From an optimization exercise on the open Yosys and OpenROAD flow, aimed at small area, a short achievable clock period and few clock cycles per item; shortcuts taken in it are not production practice. In this exercise RTL edits were held to simulation tests only and were not proved equivalent to the original. Power figures rest on the tool's default switching activity, not on a simulated workload.

### flow/config.mk
export PLATFORM = sky130hd
export DESIGN_NAME = hash_search
export DESIGN_NICKNAME = hash_search
export VERILOG_FILES = /design/flow/design.v
export SDC_FILE = /design/flow/constraint.sdc
export NUM_CORES = 4
export LEC_CHECK = 0
export CAP_MARGIN = 20
export CELL_PAD_IN_SITES_DETAIL_PLACEMENT = 0
export CELL_PAD_IN_SITES_GLOBAL_PLACEMENT = 1
export CORE_MARGIN = 2
export CORE_UTILIZATION = 50
export CTS_BUF_LIST = sky130_fd_sc_hd__clkbuf_4 sky130_fd_sc_hd__clkbuf_8
export PLACE_DENSITY = 0.7
export SETUP_SLACK_MARGIN = 5
export SLEW_MARGIN = 20
### flow/constraint.sdc
create_clock -name core_clock -period 10.0 [get_ports {clk}]
set_input_delay 2.0000 -clock core_clock [delete_from_list [all_inputs] [get_ports {clk}]]
set_output_delay 2.0000 -clock core_clock [all_outputs]
set_load 0.01 [all_outputs]
### flow/design.v
`default_nettype none
package hash_search_pkg;
    localparam int pattern_w    = 8;
    localparam int nibble_w     = 4;
    localparam int bucket_count = 16;
    localparam int bucket_slots = 16;
    localparam int fill_w       = 5;     
    localparam int row_w        = nibble_w * bucket_slots;
    localparam int key_w        = 5;     
    localparam int elem_w       = key_w + nibble_w;
    localparam int list_w       = 3 * elem_w;
endpackage
`default_nettype wire
`timescale 1ns/10ps
`default_nettype none
module bucket_index (
    input  logic                                    clk,
    input  logic                                    reset,
    input  logic                                    store_write,
    input  logic [hash_search_pkg::pattern_w-1:0]   write_data,
    input  logic [hash_search_pkg::pattern_w-1:0]   read_key,
    output logic [hash_search_pkg::row_w-1:0]       row_lo,
    output logic [hash_search_pkg::row_w-1:0]       row_hi,
    output logic [hash_search_pkg::fill_w-1:0]      fill_lo,
    output logic [hash_search_pkg::fill_w-1:0]      fill_hi
);
    localparam int nb = hash_search_pkg::bucket_count;
    localparam int rw = hash_search_pkg::row_w;
    localparam int fw = hash_search_pkg::fill_w;
    logic [nb-1:0][rw-1:0] tab_lo;
    logic [nb-1:0][rw-1:0] tab_hi;
    logic [nb-1:0][fw-1:0] cnt_lo;
    logic [nb-1:0][fw-1:0] cnt_hi;
    logic [nb-1:0]         we_lo;
    logic [nb-1:0]         we_hi;
    always_comb
    begin
        for (int b = 0; b < nb; b++)
        begin
            we_lo[b] = store_write && (write_data[3:0] == b) && !cnt_lo[b][fw-1];
            we_hi[b] = store_write && (write_data[7:4] == b) && !cnt_hi[b][fw-1];
        end
    end
    always_ff @(posedge clk)
    begin
        for (int b = 0; b < nb; b++)
        begin
            if (we_lo[b])
            begin
                tab_lo[b] <= {tab_lo[b][rw-5:0], write_data[7:4]};
            end
            if (we_hi[b])
            begin
                tab_hi[b] <= {tab_hi[b][rw-5:0], write_data[3:0]};
            end
        end
    end
    always_ff @(posedge clk)
    begin
        for (int b = 0; b < nb; b++)
        begin
            if (reset || we_lo[b])
            begin
                cnt_lo[b] <= reset ? '0 : cnt_lo[b] + 1'b1;
            end
            if (reset || we_hi[b])
            begin
                cnt_hi[b] <= reset ? '0 : cnt_hi[b] + 1'b1;
            end
        end
    end
    logic [nb-1:0] sel_lo;
    logic [nb-1:0] sel_hi;
    always_comb
    begin
        row_lo  = '0;
        row_hi  = '0;
        fill_lo = '0;
        fill_hi = '0;
        for (int b = 0; b < nb; b++)
        begin
            sel_lo[b] = (read_key[3:0] == b);
            sel_hi[b] = (read_key[7:4] == b);
            row_lo    = row_lo  | ({rw{sel_lo[b]}} & tab_lo[b]);
            row_hi    = row_hi  | ({rw{sel_hi[b]}} & tab_hi[b]);
            fill_lo   = fill_lo | ({fw{sel_lo[b]}} & cnt_lo[b]);
            fill_hi   = fill_hi | ({fw{sel_hi[b]}} & cnt_hi[b]);
        end
    end
endmodule
`default_nettype wire
`timescale 1ns/10ps
`default_nettype none
module distance_rank #(
    parameter bit skip_same = 1'b0     
) (
    input  logic [hash_search_pkg::row_w-1:0]     row,
    input  logic [15:0]                           valid,     
    input  logic                                  extra_valid,
    input  logic [hash_search_pkg::nibble_w-1:0]  extra_diff,
    output logic [hash_search_pkg::list_w-1:0]    best,
    output logic [14:0]                           counts     
);                                                           
    localparam int kw = hash_search_pkg::key_w;
    localparam int ew = hash_search_pkg::elem_w;
    function automatic logic [ew-1:0] elem(input logic valid, input logic [3:0] x);
        logic [4:0] t;
        t[0] = |x;
        t[1] = (x[0] & x[1]) | (x[0] & x[2]) | (x[0] & x[3]) | (x[1] & x[2]) | (x[1] & x[3]) | (x[2] & x[3]);
        t[2] = (x[0] & x[1] & x[2]) | (x[0] & x[1] & x[3]) | (x[0] & x[2] & x[3]) | (x[1] & x[2] & x[3]);
        t[3] = &x;
        t[4] = 1'b0;
        if (!valid || (skip_same && !t[0]))
        begin
            t = '1;
        end
        elem = {t, x};
    endfunction
    function automatic logic beats(input logic [ew-1:0] b, input logic [ew-1:0] a);
        beats = |(a[ew-1:ew-kw] & ~b[ew-1:ew-kw]);
    endfunction
    logic [ew-1:0] item [17];     
    always_comb
    begin
        for (int k = 0; k < 16; k++)
        begin
            item[k] = elem(valid[15 - k], row[4*(15-k) +: 4]);
        end
        item[16] = elem(extra_valid, extra_diff);
    end
    logic [3:0] ga0_0;
    logic [3:0] ga0_1;
    logic [3:0] ga0_2;
    logic [3:0] ga0_3;
    logic [3:0] ga0_4;
    logic [ew-1:0] grp0_0;
    logic [ew-1:0] grp0_1;
    logic [ew-1:0] grp0_2;
    logic [4:0] ga1_0;
    logic [4:0] ga1_1;
    logic [4:0] ga1_2;
    logic [4:0] ga1_3;
    logic [4:0] ga1_4;
    logic [4:0] ga1_5;
    logic [ew-1:0] grp1_0;
    logic [ew-1:0] grp1_1;
    logic [ew-1:0] grp1_2;
    logic [4:0] ga2_0;
    logic [4:0] ga2_1;
    logic [4:0] ga2_2;
    logic [4:0] ga2_3;
    logic [4:0] ga2_4;
    logic [4:0] ga2_5;
    logic [ew-1:0] grp2_0;
    logic [ew-1:0] grp2_1;
    logic [ew-1:0] grp2_2;
    always_comb
    begin
        ga0_0[0] = beats(item[1], item[0]);
        ga0_0[1] = beats(item[2], item[0]);
        ga0_0[2] = beats(item[3], item[0]);
        ga0_0[3] = beats(item[4], item[0]);
        ga0_1[0] = !beats(item[1], item[0]);
        ga0_1[1] = beats(item[2], item[1]);
        ga0_1[2] = beats(item[3], item[1]);
        ga0_1[3] = beats(item[4], item[1]);
        ga0_2[0] = !beats(item[2], item[0]);
        ga0_2[1] = !beats(item[2], item[1]);
        ga0_2[2] = beats(item[3], item[2]);
        ga0_2[3] = beats(item[4], item[2]);
        ga0_3[0] = !beats(item[3], item[0]);
        ga0_3[1] = !beats(item[3], item[1]);
        ga0_3[2] = !beats(item[3], item[2]);
        ga0_3[3] = beats(item[4], item[3]);
        ga0_4[0] = !beats(item[4], item[0]);
        ga0_4[1] = !beats(item[4], item[1]);
        ga0_4[2] = !beats(item[4], item[2]);
        ga0_4[3] = !beats(item[4], item[3]);
        grp0_0 = ({ew{(!ga0_0[0] & !ga0_0[1] & !ga0_0[2] & !ga0_0[3])}} & item[0])
            | ({ew{(!ga0_1[0] & !ga0_1[1] & !ga0_1[2] & !ga0_1[3])}} & item[1])
            | ({ew{(!ga0_2[0] & !ga0_2[1] & !ga0_2[2] & !ga0_2[3])}} & item[2])
            | ({ew{(!ga0_3[0] & !ga0_3[1] & !ga0_3[2] & !ga0_3[3])}} & item[3])
            | ({ew{(!ga0_4[0] & !ga0_4[1] & !ga0_4[2] & !ga0_4[3])}} & item[4]);
        grp0_1 = ({ew{(ga0_0[0] & !ga0_0[1] & !ga0_0[2] & !ga0_0[3]) | (!ga0_0[0] & ga0_0[1] & !ga0_0[2] & !ga0_0[3]) | (!ga0_0[0] & !ga0_0[1] & ga0_0[2] & !ga0_0[3]) | (!ga0_0[0] & !ga0_0[1] & !ga0_0[2] & ga0_0[3])}} & item[0])
            | ({ew{(ga0_1[0] & !ga0_1[1] & !ga0_1[2] & !ga0_1[3]) | (!ga0_1[0] & ga0_1[1] & !ga0_1[2] & !ga0_1[3]) | (!ga0_1[0] & !ga0_1[1] & ga0_1[2] & !ga0_1[3]) | (!ga0_1[0] & !ga0_1[1] & !ga0_1[2] & ga0_1[3])}} & item[1])
            | ({ew{(ga0_2[0] & !ga0_2[1] & !ga0_2[2] & !ga0_2[3]) | (!ga0_2[0] & ga0_2[1] & !ga0_2[2] & !ga0_2[3]) | (!ga0_2[0] & !ga0_2[1] & ga0_2[2] & !ga0_2[3]) | (!ga0_2[0] & !ga0_2[1] & !ga0_2[2] & ga0_2[3])}} & item[2])
            | ({ew{(ga0_3[0] & !ga0_3[1] & !ga0_3[2] & !ga0_3[3]) | (!ga0_3[0] & ga0_3[1] & !ga0_3[2] & !ga0_3[3]) | (!ga0_3[0] & !ga0_3[1] & ga0_3[2] & !ga0_3[3]) | (!ga0_3[0] & !ga0_3[1] & !ga0_3[2] & ga0_3[3])}} & item[3])
            | ({ew{(ga0_4[0] & !ga0_4[1] & !ga0_4[2] & !ga0_4[3]) | (!ga0_4[0] & ga0_4[1] & !ga0_4[2] & !ga0_4[3]) | (!ga0_4[0] & !ga0_4[1] & ga0_4[2] & !ga0_4[3]) | (!ga0_4[0] & !ga0_4[1] & !ga0_4[2] & ga0_4[3])}} & item[4]);
        grp0_2 = ({ew{(ga0_0[0] & ga0_0[1] & !ga0_0[2] & !ga0_0[3]) | (ga0_0[0] & !ga0_0[1] & ga0_0[2] & !ga0_0[3]) | (ga0_0[0] & !ga0_0[1] & !ga0_0[2] & ga0_0[3]) | (!ga0_0[0] & ga0_0[1] & ga0_0[2] & !ga0_0[3]) | (!ga0_0[0] & ga0_0[1] & !ga0_0[2] & ga0_0[3]) | (!ga0_0[0] & !ga0_0[1] & ga0_0[2] & ga0_0[3])}} & item[0])
            | ({ew{(ga0_1[0] & ga0_1[1] & !ga0_1[2] & !ga0_1[3]) | (ga0_1[0] & !ga0_1[1] & ga0_1[2] & !ga0_1[3]) | (ga0_1[0] & !ga0_1[1] & !ga0_1[2] & ga0_1[3]) | (!ga0_1[0] & ga0_1[1] & ga0_1[2] & !ga0_1[3]) | (!ga0_1[0] & ga0_1[1] & !ga0_1[2] & ga0_1[3]) | (!ga0_1[0] & !ga0_1[1] & ga0_1[2] & ga0_1[3])}} & item[1])
            | ({ew{(ga0_2[0] & ga0_2[1] & !ga0_2[2] & !ga0_2[3]) | (ga0_2[0] & !ga0_2[1] & ga0_2[2] & !ga0_2[3]) | (ga0_2[0] & !ga0_2[1] & !ga0_2[2] & ga0_2[3]) | (!ga0_2[0] & ga0_2[1] & ga0_2[2] & !ga0_2[3]) | (!ga0_2[0] & ga0_2[1] & !ga0_2[2] & ga0_2[3]) | (!ga0_2[0] & !ga0_2[1] & ga0_2[2] & ga0_2[3])}} & item[2])
            | ({ew{(ga0_3[0] & ga0_3[1] & !ga0_3[2] & !ga0_3[3]) | (ga0_3[0] & !ga0_3[1] & ga0_3[2] & !ga0_3[3]) | (ga0_3[0] & !ga0_3[1] & !ga0_3[2] & ga0_3[3]) | (!ga0_3[0] & ga0_3[1] & ga0_3[2] & !ga0_3[3]) | (!ga0_3[0] & ga0_3[1] & !ga0_3[2] & ga0_3[3]) | (!ga0_3[0] & !ga0_3[1] & ga0_3[2] & ga0_3[3])}} & item[3])
            | ({ew{(ga0_4[0] & ga0_4[1] & !ga0_4[2] & !ga0_4[3]) | (ga0_4[0] & !ga0_4[1] & ga0_4[2] & !ga0_4[3]) | (ga0_4[0] & !ga0_4[1] & !ga0_4[2] & ga0_4[3]) | (!ga0_4[0] & ga0_4[1] & ga0_4[2] & !ga0_4[3]) | (!ga0_4[0] & ga0_4[1] & !ga0_4[2] & ga0_4[3]) | (!ga0_4[0] & !ga0_4[1] & ga0_4[2] & ga0_4[3])}} & item[4]);
        ga1_0[0] = beats(item[6], item[5]);
        ga1_0[1] = beats(item[7], item[5]);
        ga1_0[2] = beats(item[8], item[5]);
        ga1_0[3] = beats(item[9], item[5]);
        ga1_0[4] = beats(item[10], item[5]);
        ga1_1[0] = !beats(item[6], item[5]);
        ga1_1[1] = beats(item[7], item[6]);
        ga1_1[2] = beats(item[8], item[6]);
        ga1_1[3] = beats(item[9], item[6]);
        ga1_1[4] = beats(item[10], item[6]);
        ga1_2[0] = !beats(item[7], item[5]);
        ga1_2[1] = !beats(item[7], item[6]);
        ga1_2[2] = beats(item[8], item[7]);
        ga1_2[3] = beats(item[9], item[7]);
        ga1_2[4] = beats(item[10], item[7]);
        ga1_3[0] = !beats(item[8], item[5]);
        ga1_3[1] = !beats(item[8], item[6]);
        ga1_3[2] = !beats(item[8], item[7]);
        ga1_3[3] = beats(item[9], item[8]);
        ga1_3[4] = beats(item[10], item[8]);
        ga1_4[0] = !beats(item[9], item[5]);
        ga1_4[1] = !beats(item[9], item[6]);
        ga1_4[2] = !beats(item[9], item[7]);
        ga1_4[3] = !beats(item[9], item[8]);
        ga1_4[4] = beats(item[10], item[9]);
        ga1_5[0] = !beats(item[10], item[5]);
        ga1_5[1] = !beats(item[10], item[6]);
        ga1_5[2] = !beats(item[10], item[7]);
        ga1_5[3] = !beats(item[10], item[8]);
        ga1_5[4] = !beats(item[10], item[9]);
        grp1_0 = ({ew{(!ga1_0[0] & !ga1_0[1] & !ga1_0[2] & !ga1_0[3] & !ga1_0[4])}} & item[5])
            | ({ew{(!ga1_1[0] & !ga1_1[1] & !ga1_1[2] & !ga1_1[3] & !ga1_1[4])}} & item[6])
            | ({ew{(!ga1_2[0] & !ga1_2[1] & !ga1_2[2] & !ga1_2[3] & !ga1_2[4])}} & item[7])
            | ({ew{(!ga1_3[0] & !ga1_3[1] & !ga1_3[2] & !ga1_3[3] & !ga1_3[4])}} & item[8])
            | ({ew{(!ga1_4[0] & !ga1_4[1] & !ga1_4[2] & !ga1_4[3] & !ga1_4[4])}} & item[9])
            | ({ew{(!ga1_5[0] & !ga1_5[1] & !ga1_5[2] & !ga1_5[3] & !ga1_5[4])}} & item[10]);
        grp1_1 = ({ew{(ga1_0[0] & !ga1_0[1] & !ga1_0[2] & !ga1_0[3] & !ga1_0[4]) | (!ga1_0[0] & ga1_0[1] & !ga1_0[2] & !ga1_0[3] & !ga1_0[4]) | (!ga1_0[0] & !ga1_0[1] & ga1_0[2] & !ga1_0[3] & !ga1_0[4]) | (!ga1_0[0] & !ga1_0[1] & !ga1_0[2] & ga1_0[3] & !ga1_0[4]) | (!ga1_0[0] & !ga1_0[1] & !ga1_0[2] & !ga1_0[3] & ga1_0[4])}} & item[5])
            | ({ew{(ga1_1[0] & !ga1_1[1] & !ga1_1[2] & !ga1_1[3] & !ga1_1[4]) | (!ga1_1[0] & ga1_1[1] & !ga1_1[2] & !ga1_1[3] & !ga1_1[4]) | (!ga1_1[0] & !ga1_1[1] & ga1_1[2] & !ga1_1[3] & !ga1_1[4]) | (!ga1_1[0] & !ga1_1[1] & !ga1_1[2] & ga1_1[3] & !ga1_1[4]) | (!ga1_1[0] & !ga1_1[1] & !ga1_1[2] & !ga1_1[3] & ga1_1[4])}} & item[6])
            | ({ew{(ga1_2[0] & !ga1_2[1] & !ga1_2[2] & !ga1_2[3] & !ga1_2[4]) | (!ga1_2[0] & ga1_2[1] & !ga1_2[2] & !ga1_2[3] & !ga1_2[4]) | (!ga1_2[0] & !ga1_2[1] & ga1_2[2] & !ga1_2[3] & !ga1_2[4]) | (!ga1_2[0] & !ga1_2[1] & !ga1_2[2] & ga1_2[3] & !ga1_2[4]) | (!ga1_2[0] & !ga1_2[1] & !ga1_2[2] & !ga1_2[3] & ga1_2[4])}} & item[7])
            | ({ew{(ga1_3[0] & !ga1_3[1] & !ga1_3[2] & !ga1_3[3] & !ga1_3[4]) | (!ga1_3[0] & ga1_3[1] & !ga1_3[2] & !ga1_3[3] & !ga1_3[4]) | (!ga1_3[0] & !ga1_3[1] & ga1_3[2] & !ga1_3[3] & !ga1_3[4]) | (!ga1_3[0] & !ga1_3[1] & !ga1_3[2] & ga1_3[3] & !ga1_3[4]) | (!ga1_3[0] & !ga1_3[1] & !ga1_3[2] & !ga1_3[3] & ga1_3[4])}} & item[8])
            | ({ew{(ga1_4[0] & !ga1_4[1] & !ga1_4[2] & !ga1_4[3] & !ga1_4[4]) | (!ga1_4[0] & ga1_4[1] & !ga1_4[2] & !ga1_4[3] & !ga1_4[4]) | (!ga1_4[0] & !ga1_4[1] & ga1_4[2] & !ga1_4[3] & !ga1_4[4]) | (!ga1_4[0] & !ga1_4[1] & !ga1_4[2] & ga1_4[3] & !ga1_4[4]) | (!ga1_4[0] & !ga1_4[1] & !ga1_4[2] & !ga1_4[3] & ga1_4[4])}} & item[9])
            | ({ew{(ga1_5[0] & !ga1_5[1] & !ga1_5[2] & !ga1_5[3] & !ga1_5[4]) | (!ga1_5[0] & ga1_5[1] & !ga1_5[2] & !ga1_5[3] & !ga1_5[4]) | (!ga1_5[0] & !ga1_5[1] & ga1_5[2] & !ga1_5[3] & !ga1_5[4]) | (!ga1_5[0] & !ga1_5[1] & !ga1_5[2] & ga1_5[3] & !ga1_5[4]) | (!ga1_5[0] & !ga1_5[1] & !ga1_5[2] & !ga1_5[3] & ga1_5[4])}} & item[10]);
        grp1_2 = ({ew{(ga1_0[0] & ga1_0[1] & !ga1_0[2] & !ga1_0[3] & !ga1_0[4]) | (ga1_0[0] & !ga1_0[1] & ga1_0[2] & !ga1_0[3] & !ga1_0[4]) | (ga1_0[0] & !ga1_0[1] & !ga1_0[2] & ga1_0[3] & !ga1_0[4]) | (ga1_0[0] & !ga1_0[1] & !ga1_0[2] & !ga1_0[3] & ga1_0[4]) | (!ga1_0[0] & ga1_0[1] & ga1_0[2] & !ga1_0[3] & !ga1_0[4]) | (!ga1_0[0] & ga1_0[1] & !ga1_0[2] & ga1_0[3] & !ga1_0[4]) | (!ga1_0[0] & ga1_0[1] & !ga1_0[2] & !ga1_0[3] & ga1_0[4]) | (!ga1_0[0] & !ga1_0[1] & ga1_0[2] & ga1_0[3] & !ga1_0[4]) | (!ga1_0[0] & !ga1_0[1] & ga1_0[2] & !ga1_0[3] & ga1_0[4]) | (!ga1_0[0] & !ga1_0[1] & !ga1_0[2] & ga1_0[3] & ga1_0[4])}} & item[5])
            | ({ew{(ga1_1[0] & ga1_1[1] & !ga1_1[2] & !ga1_1[3] & !ga1_1[4]) | (ga1_1[0] & !ga1_1[1] & ga1_1[2] & !ga1_1[3] & !ga1_1[4]) | (ga1_1[0] & !ga1_1[1] & !ga1_1[2] & ga1_1[3] & !ga1_1[4]) | (ga1_1[0] & !ga1_1[1] & !ga1_1[2] & !ga1_1[3] & ga1_1[4]) | (!ga1_1[0] & ga1_1[1] & ga1_1[2] & !ga1_1[3] & !ga1_1[4]) | (!ga1_1[0] & ga1_1[1] & !ga1_1[2] & ga1_1[3] & !ga1_1[4]) | (!ga1_1[0] & ga1_1[1] & !ga1_1[2] & !ga1_1[3] & ga1_1[4]) | (!ga1_1[0] & !ga1_1[1] & ga1_1[2] & ga1_1[3] & !ga1_1[4]) | (!ga1_1[0] & !ga1_1[1] & ga1_1[2] & !ga1_1[3] & ga1_1[4]) | (!ga1_1[0] & !ga1_1[1] & !ga1_1[2] & ga1_1[3] & ga1_1[4])}} & item[6])
            | ({ew{(ga1_2[0] & ga1_2[1] & !ga1_2[2] & !ga1_2[3] & !ga1_2[4]) | (ga1_2[0] & !ga1_2[1] & ga1_2[2] & !ga1_2[3] & !ga1_2[4]) | (ga1_2[0] & !ga1_2[1] & !ga1_2[2] & ga1_2[3] & !ga1_2[4]) | (ga1_2[0] & !ga1_2[1] & !ga1_2[2] & !ga1_2[3] & ga1_2[4]) | (!ga1_2[0] & ga1_2[1] & ga1_2[2] & !ga1_2[3] & !ga1_2[4]) | (!ga1_2[0] & ga1_2[1] & !ga1_2[2] & ga1_2[3] & !ga1_2[4]) | (!ga1_2[0] & ga1_2[1] & !ga1_2[2] & !ga1_2[3] & ga1_2[4]) | (!ga1_2[0] & !ga1_2[1] & ga1_2[2] & ga1_2[3] & !ga1_2[4]) | (!ga1_2[0] & !ga1_2[1] & ga1_2[2] & !ga1_2[3] & ga1_2[4]) | (!ga1_2[0] & !ga1_2[1] & !ga1_2[2] & ga1_2[3] & ga1_2[4])}} & item[7])
            | ({ew{(ga1_3[0] & ga1_3[1] & !ga1_3[2] & !ga1_3[3] & !ga1_3[4]) | (ga1_3[0] & !ga1_3[1] & ga1_3[2] & !ga1_3[3] & !ga1_3[4]) | (ga1_3[0] & !ga1_3[1] & !ga1_3[2] & ga1_3[3] & !ga1_3[4]) | (ga1_3[0] & !ga1_3[1] & !ga1_3[2] & !ga1_3[3] & ga1_3[4]) | (!ga1_3[0] & ga1_3[1] & ga1_3[2] & !ga1_3[3] & !ga1_3[4]) | (!ga1_3[0] & ga1_3[1] & !ga1_3[2] & ga1_3[3] & !ga1_3[4]) | (!ga1_3[0] & ga1_3[1] & !ga1_3[2] & !ga1_3[3] & ga1_3[4]) | (!ga1_3[0] & !ga1_3[1] & ga1_3[2] & ga1_3[3] & !ga1_3[4]) | (!ga1_3[0] & !ga1_3[1] & ga1_3[2] & !ga1_3[3] & ga1_3[4]) | (!ga1_3[0] & !ga1_3[1] & !ga1_3[2] & ga1_3[3] & ga1_3[4])}} & item[8])
            | ({ew{(ga1_4[0] & ga1_4[1] & !ga1_4[2] & !ga1_4[3] & !ga1_4[4]) | (ga1_4[0] & !ga1_4[1] & ga1_4[2] & !ga1_4[3] & !ga1_4[4]) | (ga1_4[0] & !ga1_4[1] & !ga1_4[2] & ga1_4[3] & !ga1_4[4]) | (ga1_4[0] & !ga1_4[1] & !ga1_4[2] & !ga1_4[3] & ga1_4[4]) | (!ga1_4[0] & ga1_4[1] & ga1_4[2] & !ga1_4[3] & !ga1_4[4]) | (!ga1_4[0] & ga1_4[1] & !ga1_4[2] & ga1_4[3] & !ga1_4[4]) | (!ga1_4[0] & ga1_4[1] & !ga1_4[2] & !ga1_4[3] & ga1_4[4]) | (!ga1_4[0] & !ga1_4[1] & ga1_4[2] & ga1_4[3] & !ga1_4[4]) | (!ga1_4[0] & !ga1_4[1] & ga1_4[2] & !ga1_4[3] & ga1_4[4]) | (!ga1_4[0] & !ga1_4[1] & !ga1_4[2] & ga1_4[3] & ga1_4[4])}} & item[9])
            | ({ew{(ga1_5[0] & ga1_5[1] & !ga1_5[2] & !ga1_5[3] & !ga1_5[4]) | (ga1_5[0] & !ga1_5[1] & ga1_5[2] & !ga1_5[3] & !ga1_5[4]) | (ga1_5[0] & !ga1_5[1] & !ga1_5[2] & ga1_5[3] & !ga1_5[4]) | (ga1_5[0] & !ga1_5[1] & !ga1_5[2] & !ga1_5[3] & ga1_5[4]) | (!ga1_5[0] & ga1_5[1] & ga1_5[2] & !ga1_5[3] & !ga1_5[4]) | (!ga1_5[0] & ga1_5[1] & !ga1_5[2] & ga1_5[3] & !ga1_5[4]) | (!ga1_5[0] & ga1_5[1] & !ga1_5[2] & !ga1_5[3] & ga1_5[4]) | (!ga1_5[0] & !ga1_5[1] & ga1_5[2] & ga1_5[3] & !ga1_5[4]) | (!ga1_5[0] & !ga1_5[1] & ga1_5[2] & !ga1_5[3] & ga1_5[4]) | (!ga1_5[0] & !ga1_5[1] & !ga1_5[2] & ga1_5[3] & ga1_5[4])}} & item[10]);
        ga2_0[0] = beats(item[12], item[11]);
        ga2_0[1] = beats(item[13], item[11]);
        ga2_0[2] = beats(item[14], item[11]);
        ga2_0[3] = beats(item[15], item[11]);
        ga2_0[4] = beats(item[16], item[11]);
        ga2_1[0] = !beats(item[12], item[11]);
        ga2_1[1] = beats(item[13], item[12]);
        ga2_1[2] = beats(item[14], item[12]);
        ga2_1[3] = beats(item[15], item[12]);
        ga2_1[4] = beats(item[16], item[12]);
        ga2_2[0] = !beats(item[13], item[11]);
        ga2_2[1] = !beats(item[13], item[12]);
        ga2_2[2] = beats(item[14], item[13]);
        ga2_2[3] = beats(item[15], item[13]);
        ga2_2[4] = beats(item[16], item[13]);
        ga2_3[0] = !beats(item[14], item[11]);
        ga2_3[1] = !beats(item[14], item[12]);
        ga2_3[2] = !beats(item[14], item[13]);
        ga2_3[3] = beats(item[15], item[14]);
        ga2_3[4] = beats(item[16], item[14]);
        ga2_4[0] = !beats(item[15], item[11]);
        ga2_4[1] = !beats(item[15], item[12]);
        ga2_4[2] = !beats(item[15], item[13]);
        ga2_4[3] = !beats(item[15], item[14]);
        ga2_4[4] = beats(item[16], item[15]);
        ga2_5[0] = !beats(item[16], item[11]);
        ga2_5[1] = !beats(item[16], item[12]);
        ga2_5[2] = !beats(item[16], item[13]);
        ga2_5[3] = !beats(item[16], item[14]);
        ga2_5[4] = !beats(item[16], item[15]);
        grp2_0 = ({ew{(!ga2_0[0] & !ga2_0[1] & !ga2_0[2] & !ga2_0[3] & !ga2_0[4])}} & item[11])
            | ({ew{(!ga2_1[0] & !ga2_1[1] & !ga2_1[2] & !ga2_1[3] & !ga2_1[4])}} & item[12])
            | ({ew{(!ga2_2[0] & !ga2_2[1] & !ga2_2[2] & !ga2_2[3] & !ga2_2[4])}} & item[13])
            | ({ew{(!ga2_3[0] & !ga2_3[1] & !ga2_3[2] & !ga2_3[3] & !ga2_3[4])}} & item[14])
            | ({ew{(!ga2_4[0] & !ga2_4[1] & !ga2_4[2] & !ga2_4[3] & !ga2_4[4])}} & item[15])
            | ({ew{(!ga2_5[0] & !ga2_5[1] & !ga2_5[2] & !ga2_5[3] & !ga2_5[4])}} & item[16]);
        grp2_1 = ({ew{(ga2_0[0] & !ga2_0[1] & !ga2_0[2] & !ga2_0[3] & !ga2_0[4]) | (!ga2_0[0] & ga2_0[1] & !ga2_0[2] & !ga2_0[3] & !ga2_0[4]) | (!ga2_0[0] & !ga2_0[1] & ga2_0[2] & !ga2_0[3] & !ga2_0[4]) | (!ga2_0[0] & !ga2_0[1] & !ga2_0[2] & ga2_0[3] & !ga2_0[4]) | (!ga2_0[0] & !ga2_0[1] & !ga2_0[2] & !ga2_0[3] & ga2_0[4])}} & item[11])
            | ({ew{(ga2_1[0] & !ga2_1[1] & !ga2_1[2] & !ga2_1[3] & !ga2_1[4]) | (!ga2_1[0] & ga2_1[1] & !ga2_1[2] & !ga2_1[3] & !ga2_1[4]) | (!ga2_1[0] & !ga2_1[1] & ga2_1[2] & !ga2_1[3] & !ga2_1[4]) | (!ga2_1[0] & !ga2_1[1] & !ga2_1[2] & ga2_1[3] & !ga2_1[4]) | (!ga2_1[0] & !ga2_1[1] & !ga2_1[2] & !ga2_1[3] & ga2_1[4])}} & item[12])
            | ({ew{(ga2_2[0] & !ga2_2[1] & !ga2_2[2] & !ga2_2[3] & !ga2_2[4]) | (!ga2_2[0] & ga2_2[1] & !ga2_2[2] & !ga2_2[3] & !ga2_2[4]) | (!ga2_2[0] & !ga2_2[1] & ga2_2[2] & !ga2_2[3] & !ga2_2[4]) | (!ga2_2[0] & !ga2_2[1] & !ga2_2[2] & ga2_2[3] & !ga2_2[4]) | (!ga2_2[0] & !ga2_2[1] & !ga2_2[2] & !ga2_2[3] & ga2_2[4])}} & item[13])
            | ({ew{(ga2_3[0] & !ga2_3[1] & !ga2_3[2] & !ga2_3[3] & !ga2_3[4]) | (!ga2_3[0] & ga2_3[1] & !ga2_3[2] & !ga2_3[3] & !ga2_3[4]) | (!ga2_3[0] & !ga2_3[1] & ga2_3[2] & !ga2_3[3] & !ga2_3[4]) | (!ga2_3[0] & !ga2_3[1] & !ga2_3[2] & ga2_3[3] & !ga2_3[4]) | (!ga2_3[0] & !ga2_3[1] & !ga2_3[2] & !ga2_3[3] & ga2_3[4])}} & item[14])
            | ({ew{(ga2_4[0] & !ga2_4[1] & !ga2_4[2] & !ga2_4[3] & !ga2_4[4]) | (!ga2_4[0] & ga2_4[1] & !ga2_4[2] & !ga2_4[3] & !ga2_4[4]) | (!ga2_4[0] & !ga2_4[1] & ga2_4[2] & !ga2_4[3] & !ga2_4[4]) | (!ga2_4[0] & !ga2_4[1] & !ga2_4[2] & ga2_4[3] & !ga2_4[4]) | (!ga2_4[0] & !ga2_4[1] & !ga2_4[2] & !ga2_4[3] & ga2_4[4])}} & item[15])
            | ({ew{(ga2_5[0] & !ga2_5[1] & !ga2_5[2] & !ga2_5[3] & !ga2_5[4]) | (!ga2_5[0] & ga2_5[1] & !ga2_5[2] & !ga2_5[3] & !ga2_5[4]) | (!ga2_5[0] & !ga2_5[1] & ga2_5[2] & !ga2_5[3] & !ga2_5[4]) | (!ga2_5[0] & !ga2_5[1] & !ga2_5[2] & ga2_5[3] & !ga2_5[4]) | (!ga2_5[0] & !ga2_5[1] & !ga2_5[2] & !ga2_5[3] & ga2_5[4])}} & item[16]);
        grp2_2 = ({ew{(ga2_0[0] & ga2_0[1] & !ga2_0[2] & !ga2_0[3] & !ga2_0[4]) | (ga2_0[0] & !ga2_0[1] & ga2_0[2] & !ga2_0[3] & !ga2_0[4]) | (ga2_0[0] & !ga2_0[1] & !ga2_0[2] & ga2_0[3] & !ga2_0[4]) | (ga2_0[0] & !ga2_0[1] & !ga2_0[2] & !ga2_0[3] & ga2_0[4]) | (!ga2_0[0] & ga2_0[1] & ga2_0[2] & !ga2_0[3] & !ga2_0[4]) | (!ga2_0[0] & ga2_0[1] & !ga2_0[2] & ga2_0[3] & !ga2_0[4]) | (!ga2_0[0] & ga2_0[1] & !ga2_0[2] & !ga2_0[3] & ga2_0[4]) | (!ga2_0[0] & !ga2_0[1] & ga2_0[2] & ga2_0[3] & !ga2_0[4]) | (!ga2_0[0] & !ga2_0[1] & ga2_0[2] & !ga2_0[3] & ga2_0[4]) | (!ga2_0[0] & !ga2_0[1] & !ga2_0[2] & ga2_0[3] & ga2_0[4])}} & item[11])
            | ({ew{(ga2_1[0] & ga2_1[1] & !ga2_1[2] & !ga2_1[3] & !ga2_1[4]) | (ga2_1[0] & !ga2_1[1] & ga2_1[2] & !ga2_1[3] & !ga2_1[4]) | (ga2_1[0] & !ga2_1[1] & !ga2_1[2] & ga2_1[3] & !ga2_1[4]) | (ga2_1[0] & !ga2_1[1] & !ga2_1[2] & !ga2_1[3] & ga2_1[4]) | (!ga2_1[0] & ga2_1[1] & ga2_1[2] & !ga2_1[3] & !ga2_1[4]) | (!ga2_1[0] & ga2_1[1] & !ga2_1[2] & ga2_1[3] & !ga2_1[4]) | (!ga2_1[0] & ga2_1[1] & !ga2_1[2] & !ga2_1[3] & ga2_1[4]) | (!ga2_1[0] & !ga2_1[1] & ga2_1[2] & ga2_1[3] & !ga2_1[4]) | (!ga2_1[0] & !ga2_1[1] & ga2_1[2] & !ga2_1[3] & ga2_1[4]) | (!ga2_1[0] & !ga2_1[1] & !ga2_1[2] & ga2_1[3] & ga2_1[4])}} & item[12])
            | ({ew{(ga2_2[0] & ga2_2[1] & !ga2_2[2] & !ga2_2[3] & !ga2_2[4]) | (ga2_2[0] & !ga2_2[1] & ga2_2[2] & !ga2_2[3] & !ga2_2[4]) | (ga2_2[0] & !ga2_2[1] & !ga2_2[2] & ga2_2[3] & !ga2_2[4]) | (ga2_2[0] & !ga2_2[1] & !ga2_2[2] & !ga2_2[3] & ga2_2[4]) | (!ga2_2[0] & ga2_2[1] & ga2_2[2] & !ga2_2[3] & !ga2_2[4]) | (!ga2_2[0] & ga2_2[1] & !ga2_2[2] & ga2_2[3] & !ga2_2[4]) | (!ga2_2[0] & ga2_2[1] & !ga2_2[2] & !ga2_2[3] & ga2_2[4]) | (!ga2_2[0] & !ga2_2[1] & ga2_2[2] & ga2_2[3] & !ga2_2[4]) | (!ga2_2[0] & !ga2_2[1] & ga2_2[2] & !ga2_2[3] & ga2_2[4]) | (!ga2_2[0] & !ga2_2[1] & !ga2_2[2] & ga2_2[3] & ga2_2[4])}} & item[13])
            | ({ew{(ga2_3[0] & ga2_3[1] & !ga2_3[2] & !ga2_3[3] & !ga2_3[4]) | (ga2_3[0] & !ga2_3[1] & ga2_3[2] & !ga2_3[3] & !ga2_3[4]) | (ga2_3[0] & !ga2_3[1] & !ga2_3[2] & ga2_3[3] & !ga2_3[4]) | (ga2_3[0] & !ga2_3[1] & !ga2_3[2] & !ga2_3[3] & ga2_3[4]) | (!ga2_3[0] & ga2_3[1] & ga2_3[2] & !ga2_3[3] & !ga2_3[4]) | (!ga2_3[0] & ga2_3[1] & !ga2_3[2] & ga2_3[3] & !ga2_3[4]) | (!ga2_3[0] & ga2_3[1] & !ga2_3[2] & !ga2_3[3] & ga2_3[4]) | (!ga2_3[0] & !ga2_3[1] & ga2_3[2] & ga2_3[3] & !ga2_3[4]) | (!ga2_3[0] & !ga2_3[1] & ga2_3[2] & !ga2_3[3] & ga2_3[4]) | (!ga2_3[0] & !ga2_3[1] & !ga2_3[2] & ga2_3[3] & ga2_3[4])}} & item[14])
            | ({ew{(ga2_4[0] & ga2_4[1] & !ga2_4[2] & !ga2_4[3] & !ga2_4[4]) | (ga2_4[0] & !ga2_4[1] & ga2_4[2] & !ga2_4[3] & !ga2_4[4]) | (ga2_4[0] & !ga2_4[1] & !ga2_4[2] & ga2_4[3] & !ga2_4[4]) | (ga2_4[0] & !ga2_4[1] & !ga2_4[2] & !ga2_4[3] & ga2_4[4]) | (!ga2_4[0] & ga2_4[1] & ga2_4[2] & !ga2_4[3] & !ga2_4[4]) | (!ga2_4[0] & ga2_4[1] & !ga2_4[2] & ga2_4[3] & !ga2_4[4]) | (!ga2_4[0] & ga2_4[1] & !ga2_4[2] & !ga2_4[3] & ga2_4[4]) | (!ga2_4[0] & !ga2_4[1] & ga2_4[2] & ga2_4[3] & !ga2_4[4]) | (!ga2_4[0] & !ga2_4[1] & ga2_4[2] & !ga2_4[3] & ga2_4[4]) | (!ga2_4[0] & !ga2_4[1] & !ga2_4[2] & ga2_4[3] & ga2_4[4])}} & item[15])
            | ({ew{(ga2_5[0] & ga2_5[1] & !ga2_5[2] & !ga2_5[3] & !ga2_5[4]) | (ga2_5[0] & !ga2_5[1] & ga2_5[2] & !ga2_5[3] & !ga2_5[4]) | (ga2_5[0] & !ga2_5[1] & !ga2_5[2] & ga2_5[3] & !ga2_5[4]) | (ga2_5[0] & !ga2_5[1] & !ga2_5[2] & !ga2_5[3] & ga2_5[4]) | (!ga2_5[0] & ga2_5[1] & ga2_5[2] & !ga2_5[3] & !ga2_5[4]) | (!ga2_5[0] & ga2_5[1] & !ga2_5[2] & ga2_5[3] & !ga2_5[4]) | (!ga2_5[0] & ga2_5[1] & !ga2_5[2] & !ga2_5[3] & ga2_5[4]) | (!ga2_5[0] & !ga2_5[1] & ga2_5[2] & ga2_5[3] & !ga2_5[4]) | (!ga2_5[0] & !ga2_5[1] & ga2_5[2] & !ga2_5[3] & ga2_5[4]) | (!ga2_5[0] & !ga2_5[1] & !ga2_5[2] & ga2_5[3] & ga2_5[4])}} & item[16]);
    end
    logic [2:0] f0_0_1;
    logic [2:0] f0_0_2;
    logic [2:0] f0_1_1;
    logic [2:0] f0_1_2;
    logic [2:0] f0_2_1;
    logic [2:0] f0_2_2;
    logic [2:0] f1_0_0;
    logic [2:0] f1_0_2;
    logic [2:0] f1_1_0;
    logic [2:0] f1_1_2;
    logic [2:0] f1_2_0;
    logic [2:0] f1_2_2;
    logic [2:0] f2_0_0;
    logic [2:0] f2_0_1;
    logic [2:0] f2_1_0;
    logic [2:0] f2_1_1;
    logic [2:0] f2_2_0;
    logic [2:0] f2_2_1;
    logic [ew-1:0] o [3];
    always_comb
    begin
        f0_0_1[0] = beats(grp1_0, grp0_0);
        f0_0_1[1] = beats(grp1_1, grp0_0);
        f0_0_1[2] = beats(grp1_2, grp0_0);
        f0_0_2[0] = beats(grp2_0, grp0_0);
        f0_0_2[1] = beats(grp2_1, grp0_0);
        f0_0_2[2] = beats(grp2_2, grp0_0);
        f0_1_1[0] = beats(grp1_0, grp0_1);
        f0_1_1[1] = beats(grp1_1, grp0_1);
        f0_1_1[2] = beats(grp1_2, grp0_1);
        f0_1_2[0] = beats(grp2_0, grp0_1);
        f0_1_2[1] = beats(grp2_1, grp0_1);
        f0_1_2[2] = beats(grp2_2, grp0_1);
        f0_2_1[0] = beats(grp1_0, grp0_2);
        f0_2_1[1] = beats(grp1_1, grp0_2);
        f0_2_1[2] = beats(grp1_2, grp0_2);
        f0_2_2[0] = beats(grp2_0, grp0_2);
        f0_2_2[1] = beats(grp2_1, grp0_2);
        f0_2_2[2] = beats(grp2_2, grp0_2);
        f1_0_0[0] = !beats(grp1_0, grp0_0);
        f1_0_0[1] = !beats(grp1_0, grp0_1);
        f1_0_0[2] = !beats(grp1_0, grp0_2);
        f1_0_2[0] = beats(grp2_0, grp1_0);
        f1_0_2[1] = beats(grp2_1, grp1_0);
        f1_0_2[2] = beats(grp2_2, grp1_0);
        f1_1_0[0] = !beats(grp1_1, grp0_0);
        f1_1_0[1] = !beats(grp1_1, grp0_1);
        f1_1_0[2] = !beats(grp1_1, grp0_2);
        f1_1_2[0] = beats(grp2_0, grp1_1);
        f1_1_2[1] = beats(grp2_1, grp1_1);
        f1_1_2[2] = beats(grp2_2, grp1_1);
        f1_2_0[0] = !beats(grp1_2, grp0_0);
        f1_2_0[1] = !beats(grp1_2, grp0_1);
        f1_2_0[2] = !beats(grp1_2, grp0_2);
        f1_2_2[0] = beats(grp2_0, grp1_2);
        f1_2_2[1] = beats(grp2_1, grp1_2);
        f1_2_2[2] = beats(grp2_2, grp1_2);
        f2_0_0[0] = !beats(grp2_0, grp0_0);
        f2_0_0[1] = !beats(grp2_0, grp0_1);
        f2_0_0[2] = !beats(grp2_0, grp0_2);
        f2_0_1[0] = !beats(grp2_0, grp1_0);
        f2_0_1[1] = !beats(grp2_0, grp1_1);
        f2_0_1[2] = !beats(grp2_0, grp1_2);
        f2_1_0[0] = !beats(grp2_1, grp0_0);
        f2_1_0[1] = !beats(grp2_1, grp0_1);
        f2_1_0[2] = !beats(grp2_1, grp0_2);
        f2_1_1[0] = !beats(grp2_1, grp1_0);
        f2_1_1[1] = !beats(grp2_1, grp1_1);
        f2_1_1[2] = !beats(grp2_1, grp1_2);
        f2_2_0[0] = !beats(grp2_2, grp0_0);
        f2_2_0[1] = !beats(grp2_2, grp0_1);
        f2_2_0[2] = !beats(grp2_2, grp0_2);
        f2_2_1[0] = !beats(grp2_2, grp1_0);
        f2_2_1[1] = !beats(grp2_2, grp1_1);
        f2_2_1[2] = !beats(grp2_2, grp1_2);
        o[0] = ({ew{(!f0_0_1[0] & !f0_0_2[0])}} & grp0_0)
            | ({ew{(!f1_0_0[0] & !f1_0_2[0])}} & grp1_0)
            | ({ew{(!f2_0_0[0] & !f2_0_1[0])}} & grp2_0);
        o[1] = ({ew{(!f0_0_1[0] & (f0_0_2[0] & !f0_0_2[1])) | ((f0_0_1[0] & !f0_0_1[1]) & !f0_0_2[0])}} & grp0_0)
            | ({ew{(!f0_1_1[0] & !f0_1_2[0])}} & grp0_1)
            | ({ew{(!f1_0_0[0] & (f1_0_2[0] & !f1_0_2[1])) | ((f1_0_0[0] & !f1_0_0[1]) & !f1_0_2[0])}} & grp1_0)
            | ({ew{(!f1_1_0[0] & !f1_1_2[0])}} & grp1_1)
            | ({ew{(!f2_0_0[0] & (f2_0_1[0] & !f2_0_1[1])) | ((f2_0_0[0] & !f2_0_0[1]) & !f2_0_1[0])}} & grp2_0)
            | ({ew{(!f2_1_0[0] & !f2_1_1[0])}} & grp2_1);
        o[2] = ({ew{(!f0_0_1[0] & (f0_0_2[1] & !f0_0_2[2])) | ((f0_0_1[0] & !f0_0_1[1]) & (f0_0_2[0] & !f0_0_2[1])) | ((f0_0_1[1] & !f0_0_1[2]) & !f0_0_2[0])}} & grp0_0)
            | ({ew{(!f0_1_1[0] & (f0_1_2[0] & !f0_1_2[1])) | ((f0_1_1[0] & !f0_1_1[1]) & !f0_1_2[0])}} & grp0_1)
            | ({ew{(!f0_2_1[0] & !f0_2_2[0])}} & grp0_2)
            | ({ew{(!f1_0_0[0] & (f1_0_2[1] & !f1_0_2[2])) | ((f1_0_0[0] & !f1_0_0[1]) & (f1_0_2[0] & !f1_0_2[1])) | ((f1_0_0[1] & !f1_0_0[2]) & !f1_0_2[0])}} & grp1_0)
            | ({ew{(!f1_1_0[0] & (f1_1_2[0] & !f1_1_2[1])) | ((f1_1_0[0] & !f1_1_0[1]) & !f1_1_2[0])}} & grp1_1)
            | ({ew{(!f1_2_0[0] & !f1_2_2[0])}} & grp1_2)
            | ({ew{(!f2_0_0[0] & (f2_0_1[1] & !f2_0_1[2])) | ((f2_0_0[0] & !f2_0_0[1]) & (f2_0_1[0] & !f2_0_1[1])) | ((f2_0_0[1] & !f2_0_0[2]) & !f2_0_1[0])}} & grp2_0)
            | ({ew{(!f2_1_0[0] & (f2_1_1[0] & !f2_1_1[1])) | ((f2_1_0[0] & !f2_1_0[1]) & !f2_1_1[0])}} & grp2_1)
            | ({ew{(!f2_2_0[0] & !f2_2_1[0])}} & grp2_2);
    end
    assign best = {o[2], o[1], o[0]};
    function automatic logic [2:0] add3(input logic [2:0] a, input logic [2:0] b);
        add3[0] = a[0] | b[0];
        add3[1] = a[1] | b[1] | (a[0] & b[0]);
        add3[2] = a[2] | b[2] | (a[1] & b[0]) | (a[0] & b[1]);
    endfunction
    always_comb
    begin
        for (int t = 0; t < 5; t++)
        begin
            counts[3*t +: 3] = {!grp0_2[ew-kw+t], !grp0_1[ew-kw+t], !grp0_0[ew-kw+t]};
            counts[3*t +: 3] = add3(counts[3*t +: 3], {!grp1_2[ew-kw+t], !grp1_1[ew-kw+t], !grp1_0[ew-kw+t]});
            counts[3*t +: 3] = add3(counts[3*t +: 3], {!grp2_2[ew-kw+t], !grp2_1[ew-kw+t], !grp2_0[ew-kw+t]});
        end
    end
endmodule
`default_nettype wire
`timescale 1ns/10ps
`default_nettype none
module hash_search (
    input  logic                                  clk,
    input  logic                                  reset,
    input  logic                                  load_valid,
    input  logic [hash_search_pkg::pattern_w-1:0] load_data,
    input  logic                                  query_start,
    input  logic [hash_search_pkg::pattern_w-1:0] query_data,
    output logic                                  busy,
    output logic                                  done,
    output logic [1:0]                            match_count,
    output logic [hash_search_pkg::pattern_w-1:0] match0,
    output logic [hash_search_pkg::pattern_w-1:0] match1,
    output logic [hash_search_pkg::pattern_w-1:0] match2,
    output logic [3:0]                            dist0,
    output logic [3:0]                            dist1,
    output logic [3:0]                            dist2
);
    localparam int rw = hash_search_pkg::row_w;
    localparam int fw = hash_search_pkg::fill_w;
    localparam int ew = hash_search_pkg::elem_w;
    localparam int lw = hash_search_pkg::list_w;
    localparam int kw = hash_search_pkg::key_w;
    logic          busy_q;
    logic          rank_q;      
    logic          done_q;
    logic          store_full;
    logic [7:0]    store_count;
    logic          load_ok;
    logic          query_ok;
    logic          store_write;
    logic [rw-1:0] row_lo, row_hi;
    logic [fw-1:0] fill_lo, fill_hi;
    logic [rw-1:0] row_lo_q, row_hi_q;
    logic [15:0]   valid_lo_q, valid_hi_q;     
    logic [7:0]    key_q;
    logic          extra_lo_q;     
    logic          extra_hi_q;
    logic [7:0]    extra_diff_q;   
    logic [lw-1:0] best_lo, best_hi;
    assign busy        = busy_q;
    assign done        = done_q;
    assign load_ok     = load_valid && !busy_q;
    assign query_ok    = query_start && !busy_q;
    assign store_write = load_ok && !store_full;
    always_ff @(posedge clk)
    begin
        if (reset)
        begin
            busy_q <= 1'b0;
            rank_q <= 1'b0;
            done_q <= 1'b0;
        end
        else
        begin
            busy_q <= query_ok || rank_q;
            rank_q <= query_ok;
            done_q <= rank_q;
        end
    end
    always_ff @(posedge clk)
    begin
        if (reset)
        begin
            store_count <= '0;
            store_full  <= 1'b0;
        end
        else if (store_write)
        begin
            {store_full, store_count} <= {1'b0, store_count} + 1'b1;
        end
    end
    bucket_index u_index (
        .clk         (clk),
        .reset       (reset),
        .store_write (store_write),
        .write_data  (load_data),
        .read_key    (query_data),
        .row_lo      (row_lo),
        .row_hi      (row_hi),
        .fill_lo     (fill_lo),
        .fill_hi     (fill_hi)
    );
    always_ff @(posedge clk)
    begin
        row_lo_q     <= row_lo ^ {16{query_data[7:4]}};
        row_hi_q     <= row_hi ^ {16{query_data[3:0]}};
        for (int k = 0; k < 16; k++)
        begin
            valid_lo_q[k] <= (k < fill_lo);
            valid_hi_q[k] <= (k < fill_hi);
        end
        key_q        <= query_data;
        extra_lo_q   <= store_write && (load_data[3:0] == query_data[3:0]);
        extra_hi_q   <= store_write && (load_data[7:4] == query_data[7:4]);
        extra_diff_q <= load_data ^ query_data;
    end
    logic [14:0] counts_lo, counts_hi;
    distance_rank #(.skip_same(1'b0)) u_rank_lo (
        .row         (row_lo_q),
        .valid       (valid_lo_q),
        .extra_valid (extra_lo_q && !valid_lo_q[15]),
        .extra_diff  (extra_diff_q[7:4]),
        .best        (best_lo),
        .counts      (counts_lo)
    );
    distance_rank #(.skip_same(1'b1)) u_rank_hi (
        .row         (row_hi_q),
        .valid       (valid_hi_q),
        .extra_valid (extra_hi_q && !valid_hi_q[15]),
        .extra_diff  (extra_diff_q[3:0]),
        .best        (best_hi),
        .counts      (counts_hi)
    );
    function automatic logic [2:0] add3(input logic [2:0] a, input logic [2:0] b);
        add3[0] = a[0] | b[0];
        add3[1] = a[1] | b[1] | (a[0] & b[0]);
        add3[2] = a[2] | b[2] | (a[1] & b[0]) | (a[0] & b[1]);
    endfunction
    function automatic logic ahead(input logic [14:0] ca, input logic [14:0] cb, input int i, input int j);
        ahead = 1'b0;
        for (int t = 0; t < 5; t++)
        begin
            ahead = ahead | (cb[3*t + j] & !ca[3*t + i]);
        end
    endfunction
    logic        c00, c10, c01, c20, c11, c02;
    logic [10:0] pick;          
    logic [2:0]  both [5];      
    logic [2:0]  place_dist [3];
    logic [1:0]  count;
    always_comb
    begin
        c00 = ahead(counts_lo, counts_hi, 0, 0);
        c10 = ahead(counts_lo, counts_hi, 1, 0);
        c01 = ahead(counts_lo, counts_hi, 0, 1);
        c20 = ahead(counts_lo, counts_hi, 2, 0);
        c11 = ahead(counts_lo, counts_hi, 1, 1);
        c02 = ahead(counts_lo, counts_hi, 0, 2);
        pick[0]  = c00;
        pick[1]  = !c00 & !c10;
        pick[2]  = !c00 & c10;
        pick[3]  = c00 & !c01;
        pick[4]  = c00 & c01;
        pick[5]  = !c00 & !c10 & !c20;
        pick[6]  = !c00 & !c10 & c20;
        pick[7]  = ((c00 & !c01) | (!c00 & c10)) & !c11;
        pick[8]  = ((c00 & !c01) | (!c00 & c10)) & c11;
        pick[9]  = c00 & c01 & !c02;
        pick[10] = c00 & c01 & c02;
        for (int t = 0; t < 5; t++)
        begin
            both[t] = add3(counts_lo[3*t +: 3], counts_hi[3*t +: 3]);
        end
        for (int k = 0; k < 3; k++)
        begin
            place_dist[k] = {!both[3][k], !both[1][k] & both[3][k],
                             (!both[0][k] & both[1][k]) | (!both[2][k] & both[3][k])};
        end
        count = {both[4][1], both[4][2] | (both[4][0] & !both[4][1])};
    end
    logic [3:0]  res_lo [3];     
    logic [3:0]  res_hi [3];
    logic [7:0]  res_key;
    logic [10:0] res_pick;
    logic [2:0]  res_dist [3];
    logic [1:0]  res_count;
    always_ff @(posedge clk)
    begin
        if (rank_q)
        begin
            for (int k = 0; k < 3; k++)
            begin
                res_lo[k]   <= best_lo[9*k +: 4];
                res_hi[k]   <= best_hi[9*k +: 4];
                res_dist[k] <= place_dist[k];
            end
            res_key   <= key_q;
            res_pick  <= pick;
            res_count <= count;
        end
    end
    logic [7:0] a0, a1, a2, b0, b1, b2;
    always_comb
    begin
        a0 = {res_lo[0] ^ res_key[7:4], res_key[3:0]};
        a1 = {res_lo[1] ^ res_key[7:4], res_key[3:0]};
        a2 = {res_lo[2] ^ res_key[7:4], res_key[3:0]};
        b0 = {res_key[7:4], res_hi[0] ^ res_key[3:0]};
        b1 = {res_key[7:4], res_hi[1] ^ res_key[3:0]};
        b2 = {res_key[7:4], res_hi[2] ^ res_key[3:0]};
    end
    assign match0 = ({8{res_pick[0]}} & b0) | ({8{!res_pick[0]}} & a0);
    assign match1 = ({8{res_pick[1]}} & a1) | ({8{res_pick[2]}} & b0)
                  | ({8{res_pick[3]}} & a0) | ({8{res_pick[4]}} & b1);
    assign match2 = ({8{res_pick[5]}} & a2) | ({8{res_pick[6]}} & b0)
                  | ({8{res_pick[7]}} & a1) | ({8{res_pick[8]}} & b1)
                  | ({8{res_pick[9]}} & a0) | ({8{res_pick[10]}} & b2);
    assign dist0  = {1'b0, res_dist[0]};
    assign dist1  = {1'b0, res_dist[1]};
    assign dist2  = {1'b0, res_dist[2]};
    assign match_count = res_count;
endmodule
`default_nettype wire
### flow/run.sh
#!/bin/bash
# synth_recipe.tcl (not shown) runs the flow's synth.tcl, then flattens the netlist and writes it again
# the make line also repeats each setting of config.mk as NAME=value (left out here)
make -C /OpenROAD-flow-scripts/flow DESIGN_CONFIG=/design/flow/config.mk WORK_HOME=/design/flow/orfs CLKGATE_MAP_FILE= SYNTH_SCRIPT=/design/flow/synth_recipe.tcl finish
==> metrics.md, run 1 <==
| Metric | Value |
|---|---|
| IO Port Bufs | `between 50 and 60` |
| Fin. max-slew vios | `0` |
| Final Cell Area | `roughly 130000 µm²` |
| Root Driver | `clkbuf_8` |
| Worst slack, placed | `3.630 ns` |
| Synth Area in XOR/XNOR | `3.197%` |
| Final worst slack | `4.841 ns` |
| Synth warn | `13` |
| # fillers | `17450` |
| Max FO, Critical Path | `13` |
| Clock latency (worst-skew pair) | `1.11 ns` |
| Dominant synthesized flop cell | `edfxtp_1` |
| Slowest stage delay, CP | `approximately 0.53 ns` |
| EDFF count, synth | `approximately 2300` |
| Initial Util | `50.28%` |
| Syn_area_per_cell | `13.54 µm²` |
| Worst path top cell family by delay | `compound AO/OA/AOI/OAI gates` |
| Final Skew | `~0.12 ns` |
| H-tree Lvls | `5` |
| Crit path buf inv count | `2` |
| Reg clk slew, reported paths | `0.06 ns` |
| Vias | `81790` |
| Worst slew pin tran | `between 1 and 1.5 ns` |
| Outcome | `complete, no violations` |
| CP cell instances | `o41ai_4 > nand2b_1 > a22o_1 > a31oi_1 > buf_4 > nand4_1 > nor2_4 > a221o_1 > a211oi_1 > buf_4 > and4b_1 > a2111o_1 > a21boi_4 > o2bb2ai_1 > or4_1 > or4_1` |
| Synth top area share | `61.54%` |
| Flops & latches, synth | `2452` |
| Placeable Area | `219500 µm²` |
| Pin count of the biggest net entering global routing | `139` |
| Mapped Cells | `around 8200` |
| Final setup fails | `0` |
| Mux contribution to synthesized area | `0.04874%` |
| FP Rows | `172` |
| Hold Vio Cnt, Final | `0` |
| WL/cell | `around 33 µm` |
| R2R depth | `16` |
| RSZ-0062 raised after global routing | `yes` |
| Final WL | `roughly 380000 µm` |
| Critical Path RT | `10.76 ns` |
| P&R area growth vs syn | `14.72%` |
| Largest cells by area after synthesis | `edfxtp_1 (62%), a221oi_1 (4.4%), a22o_1 (4.4%), dfxtp_1 (3.4%), xor2_1 (1.9%)` |
| Critical Path Start Type | `flop` |
| Pwr dens | `about 280 nW/µm²` |
| Fraction of the mapped netlist area in simple logic gates | `9.930%` |
| Netlist cell types | `125` |
| Initial antenna violation count | `13` |
| Via density | `7.027` |
| # IOs | `60` |
| CTS tree | `built` |
| Static leakage | `0.04120 µW` |
| Clock Sinks | `2452` |
| Final worst path period need | `5.159 ns` |
| Hold wc startpoint | `u_index.tab_hi[967]` |
| Antenna-violating nets left | `0` |
| Die footprint | `224500 µm²` |
| Async S/R FF share, synth | `0%` |
| Max Freq | `193.8 MHz` |
| Hold Path Depth | `0` |
| Complex-gate fraction of the synthesized area | `18.70%` |
| Most common cell after layout, fill and taps aside | `edfxtp_1` |
| Starting DRT DRC Count | `12930` |
| Congestion Overflow GR | `0` |
| Proportion of layout cells with a drive suffix above 1 | `20.32%` |
| Largest family of logic cells by synthesized area | `compound AO/OA/AOI/OAI gates` |
| Max_cap viols | `0` |
| Adder-Cell Fraction of Synth Area | `0.5906%` |
| DRC errors left | `0` |
| Hold buffers post-CTS | `0` |
| Dpl hpwl | `around 250000 µm` |
| Critical path type | `flop to flop` |
| Worst R2R Setup Slack | `4.84 ns` |
| Critical path capture point type | `flop` |
| Placed Area | `114100 µm²` |
| Setup_tns | `0 ns` |
| Nets | `8520` |
| Reg-to-reg endpoint | `res_hi[2][2]` |
| Vias in the first global route | `roughly 79000` |
| FF-to-FF Start | `row_hi_q[27]` |
| Clock Tree Buf Depth | `4` |
| DIE WIDTH | `473.9 µm` |
| Maximum vdd drop | `~0.19 mV` |
| Commonest non-fill, non-tap cells in the layout | `edfxtp_1 (2262), a22o_1 (548), a221oi_1 (546)` |
| Final period util | `51.59%` |
| Sequential area share after synthesis | `approximately two thirds` |
| DRT Pass-1 Iters | `17` |
| Cts bufs inserted | `400` |
| Final Wtd Congestion | `1.001` |
| Hold Path Class | `flop to flop` |
| First-pass GRT wire length | `549500 µm` |
| Die Y | `around 470 µm` |
| CP arrival | `approximately 5.9 ns` |
| Synth area leader | `edfxtp_1` |
| Syn Std Cell Area | `110400 µm²` |
| WHS Endpoint | `u_index.tab_hi[971]` |
| Total GRT Usage | `33.24%` |
| Normalized max-slew margin | `24.31%` |
| Slowest cell on crit path | `or4_1` |
## worst register-to-register path: stages, from the launching register on
cell	delay, ns
dfxtp_2	0.43
o41ai_4	0.51
nand2b_1	0.43
a22o_1	0.24
a31oi_1	0.06
buf_4	0.22
nand4_1	0.22
nor2_4	0.09
a221o_1	0.30
a211oi_1	0.30
buf_4	0.20
and4b_1	0.19
a2111o_1	0.39
a21boi_4	0.18
o2bb2ai_1	0.15
or4_1	0.50
or4_1	0.53
## how the worst max path moves through the flow
stage,slack [ns],cells after the start,to,startpoint
3_3_place_gp,3.65,15,res_hi[2][2],extra_diff_q[2]
2_1_floorplan,4.19,4,u_index.cnt_lo[70],load_data[0]
3_5_place_dp,3.63,14,res_hi[2][2],row_hi_q[37]
5_1_grt,4.71,15,res_hi[2][2],valid_hi_q[15]
4_1_cts,4.82,16,res_hi[2][2],row_hi_q[13]
6_report,4.84,16,res_hi[2][2],row_hi_q[27]
## cell families after synthesis
family / after synthesis
xor+xnor: 402
simple gates: 2091
buf+inv: 666
fa+ha+maj: 56
other cells: 1
flops: 2452
compound gates: 2482
mux: 5
## synth_stat cells (39+ instances only)
master    number
edfxtp_1    2262
a221oi_1     557
a22o_1       550
nand2_1      434
nor2_1       418
clkbuf_1     385
nand4_1      259
xor2_1       239
nand3_1      228
a22oi_1      191
dfxtp_1      190
o21ai_0      167
xnor2_1      162
buf_2        149
a21oi_1      145
nor3_1       138
a222oi_1     117
nor4_1       103
o211ai_1     103
a211oi_1      71
and3_1        66
nor2b_1       62
o22ai_1       59
nand2b_1      58
inv_1         54
or2_2         54
buf_1         51
a211o_1       46
and2_1        44
and4_1        41
or3_1         39
## state kept, by name, indices dropped and copies added (netlist names), 2 cells and up
signal and flops:
valid_hi_q 16, res_lo 12, u_index.tab_hi 1024, row_hi_q 64
row_lo_q 64, res_count 2, u_index.cnt_lo 80, res_dist 9
extra_diff_q 8, res_key 8, key_q 8, store_count 8
res_hi 12, u_index.tab_lo 1024, res_pick 11, u_index.cnt_hi 80
valid_lo_q 16
## per-layer routing
layer	track usage [%]	vias to the layer above	part of all wire (%)
met2	47.24	5483	42
li1	-	34400	-
met5	0	-	0.014
met4	10.79	8	3.3
met1	50.36	41050	43
met3	7.482	845	11
## what timing repair did
item | in CTS | in global routing
buffers inserted | 156 | 107
cloned | 2 | 3
gates resized for setup | 313 | 303
pin swaps | 81 | 74
endpoints found under the hold margin | 0 | 0
setup endpoints to repair | 55 | 53
## through the flow
step,cells,hold slack [ns],power (µW),util (%)
2_1_floorplan,8157,0.3855,20000,-
3_3_place_gp,10660,0.4281,24360,51.96
3_5_place_dp,10660,0.4325,24280,51.98
4_1_cts,11520,0.3809,33850,56.69
5_1_grt,11640,0.4033,36510,57.68
6_report,11640,0.4013,35310,57.69
## report_power, final
part	internal [µW]	switching [µW]
registers	11500	665
logic	5280	9430
clock network	4530	3870
total	21300	14000
## cell type report
class / instances / area [µm²] / share of cell area (%)
inverter: 54 / 202.7 / 0.1601
clock inverter: 143 / 805.8 / 0.6363
multi-input combinational: 5044 / 39120 / 30.89
sequential: 2452 / 71890 / 56.78
antenna: 6 / 15.01 / 0.01186
timing repair buffer: 515 / 4213 / 3.327
tap: 2871 / 3592 / 2.837
clock buffer: 555 / 6788 / 5.361
Testbench counts, summed over its fixed seeds: cycles 8,795, queries 2,400.
==> run 2: changes to the inputs <==
--- a/flow/config.mk
+++ b/flow/config.mk
@@ -5,6 +5,7 @@
 export SDC_FILE = /design/flow/constraint.sdc
 export NUM_CORES = 4
 export LEC_CHECK = 0
+export ABC_AREA = 1
 export CAP_MARGIN = 20
 export CELL_PAD_IN_SITES_DETAIL_PLACEMENT = 0
 export CELL_PAD_IN_SITES_GLOBAL_PLACEMENT = 1
==> metrics.md, run 2 <==
| Metric | Value |
|---|---|
| CP cell instances | `clkdlybuf4s50_1 > buf_4 > nor2_1 > buf_4 > clkinvlp_4 > nor2_4 > buf_4 > buf_8 > nand2_1 > nand3_1 > a221oi_1 > nand3_1 > a221oi_1 > nand3_1 > a221oi_1 > nand4_1 > xor2_1` |
| Complex-gate fraction of the synthesized area | `between 7 and 8%` |
| Final setup fails | `0` |
| Slowest cell on crit path | `clkdlybuf4s50_1` |
| CTS tree | `built` |
| Final period util | `49.31%` |
| Mux contribution to synthesized area | `0%` |
| Critical path type | `input port to flop` |
| Worst slew pin tran | `1.116 ns` |
| Proportion of layout cells with a drive suffix above 1 | `13.73%` |
| Mapped Cells | `10320` |
| Nets | `10730` |
| DIE WIDTH | `roughly 470 µm` |
| Antenna-violating nets left | `0` |
| Dominant synthesized flop cell | `edfxtp_1` |
| # fillers | `18660` |
| Clock Tree Buf Depth | `4` |
| Netlist cell types | `71` |
| P&R area growth vs syn | `12.12%` |
| CP arrival | `5.84 ns` |
| Synth area leader | `edfxtp_1` |
| Max Freq | `202.8 MHz` |
| Synth top area share | `61.66%` |
| Fin. max-slew vios | `0` |
| WL/cell | `25.90 µm` |
| FF/Latch Area | `71730 µm²` |
| Critical Path Start Type | `input port` |
| Normalized max-slew margin | `24.92%` |
| Setup_tns | `0 ns` |
| Pin count of the biggest net entering global routing | `between 100 and 150` |
| Reg clk slew, reported paths | `0.06 ns` |
| Placeable Area | `219300 µm²` |
| Outcome | `complete, no violations` |
| Cells after DPL | `13090` |
| Syn Std Cell Area | `about 110000 µm²` |
| Max_cap viols | `0` |
| Final Skew | `0.1294 ns` |
| Top cells by count, synth | `nand2_1 (3144), edfxtp_1 (2262), nor2_1 (752), nand3_1 (743), inv_1 (669)` |
| Non-Filler Instances | `13860` |
| Congestion Overflow GR | `0` |
| Final worst path period need | `4.931 ns` |
| Sequential area share after synthesis | `65.12%` |
| Slowest stage delay, CP | `0.47 ns` |
| Final worst slack | `5.069 ns` |
| IO Port Bufs | `56` |
| Clock Sinks | `2452` |
| Starting DRT DRC Count | `9889` |
| Vias in the first global route | `roughly 80000` |
| Top flop regs | `u_index.tab_hi: 1024 flops, u_index.tab_lo: 1024 flops` |
| Critical path capture point type | `flop` |
| Synth Area in XOR/XNOR | `1.529%` |
| Critical Path RT | `10.91 ns` |
| Die footprint | `224100 µm²` |
| Async S/R FF share, synth | `0%` |
| Worst slack, placed | `2.423 ns` |
| Initial Util | `50.23%` |
| Root Driver | `clkbuf_8` |
| Most numerous cell in the Yosys netlist | `nand2_1` |
| Die Y | `473.4 µm` |
| Commonest non-fill, non-tap cells in the layout | `nand2_1 (3142), edfxtp_1 (2262), nand3_1 (738)` |
| Most common cell after layout, fill and taps aside | `nand2_1` |
| Max FO, Critical Path | `44` |
| Hold buffers post-CTS | `0` |
| Fraction of the mapped netlist area in simple logic gates | `21.32%` |
| Hold Vio Cnt, Final | `0` |
| Post-layout util | `56.32%` |
| RSZ-0062 raised after global routing | `yes` |
| Vias | `82120` |
| Syn_area_per_cell | `around 11 µm²` |
| # IOs | `60` |
| Largest cells by area after synthesis | `edfxtp_1 (62%), nand2_1 (11%), dfxtp_1 (3.5%), nand3_1 (3.4%), a221oi_1 (2.6%)` |
| EDFF count, synth | `2262` |
| Via density | `5.926` |
| Final WL | `about 360000 µm` |
| Adder-Cell Fraction of Synth Area | `less than 1%` |
| Clock latency (worst-skew pair) | `between 1 and 1.5 ns` |
| Cts bufs inserted | `396` |
| First-pass GRT wire length | `521700 µm` |
| Dpl hpwl | `248600 µm` |
| Multi-input logic area | `35210 µm²` |
| Maximum vdd drop | `0.1626 mV` |
| Hold Path Class | `flop to flop` |
| FP Rows | `~170` |
| Largest family of logic cells by synthesized area | `simple AND/OR/NAND/NOR gates` |
| DRC errors left | `0` |
| Initial antenna violation count | `8` |
| H-tree Lvls | `5` |
| Flops & latches, synth | `2452` |
| Synth warn | `13` |
| DRT Pass-1 Iters | `8` |
| Pwr dens | `between 200 and 300 nW/µm²` |
| Final Wtd Congestion | `0.9525` |
| Total GRT Usage | `31.59%` |
| Static leakage | `0.04688 µW` |
## run 2: cells by family after synthesis
| logic type | after synthesis |
|---|---|
| and+or+nand+nor | 5371 |
| AOI/OAI and AO/OA | 1196 |
| adders and majority gates | 33 |
| other | 1 |
| DFF | 2452 |
| buffers and inverters | 1083 |
| xor gates and xnor gates | 188 |
## run 2: worst paths after layout
check | slack [ns] | startpoint | to | cells after the start
worst max-delay path | 5.07 | query_data[3] | row_lo_q[10] | 17
worst min register to register | 0.39 | u_index.tab_hi[687] | u_index.tab_hi[691] | 0
worst min-delay path | 0.39 | u_index.tab_hi[687] | u_index.tab_hi[691] | 0
worst max register to register | 5.37 | valid_lo_q[15] | res_lo[2][3] | 19
## run 2: timing repair
action                     4_1_cts  5_1_grt
setup endpoints to repair      153       84
pin swaps                       14        7
gates resized for setup         51       41
cloned                           7        2
setup buffers                   28       17
## run 2: worst max-delay path: cells and delay by family
kind | cells | cell delay [ns]
xor gates and xnor gates | 1 | 0.27
and+or+nand+nor | 7 | 0.97
buffers and inverters | 6 | 1.78
AOI/OAI and AO/OA | 3 | 0.70
## run 2: per-layer routing
| layer | track usage, % | up-vias | share of wire (%) |
|---|---|---|---|
| met5 | 0 | - | 0.073 |
| met4 | 9.279 | 4 | 2.7 |
| met3 | 6.835 | 605 | 10 |
| met2 | 44.88 | 4394 | 41 |
| met1 | 48.47 | 39940 | 45 |
| li1 | - | 37170 | - |
## run 2: cell type report
type	count	share of cell area [%]
Antenna cell	5	0.01013
Clock buffer	595	5.820
Clock inverter	110	0.4711
Inverter	796	2.517
Multi-Input combinational cell	6799	28.51
Sequential cell	2452	58.08
Tap cell	2871	2.909
Timing Repair Buffer	229	1.679
## run 2: through the flow
step           power, µW  area [µm²]  hold slack [ns]
3_5_place_dp       23130      114900           0.3887
3_3_place_gp       23110      114900           0.3857
5_1_grt            33290      123500           0.4031
2_1_floorplan      19210      110600           0.3855
4_1_cts            31560      123200           0.3834
6_report           31660      123500           0.3858
## run 2: power breakdown
part | switching (µW) | internal [µW] | total, µW
clock | 3850 | 4630 | 8480
sequential | 539 | 11500 | 12000
combinational | 8160 | 2980 | 11100
total | 12500 | 19100 | 31700
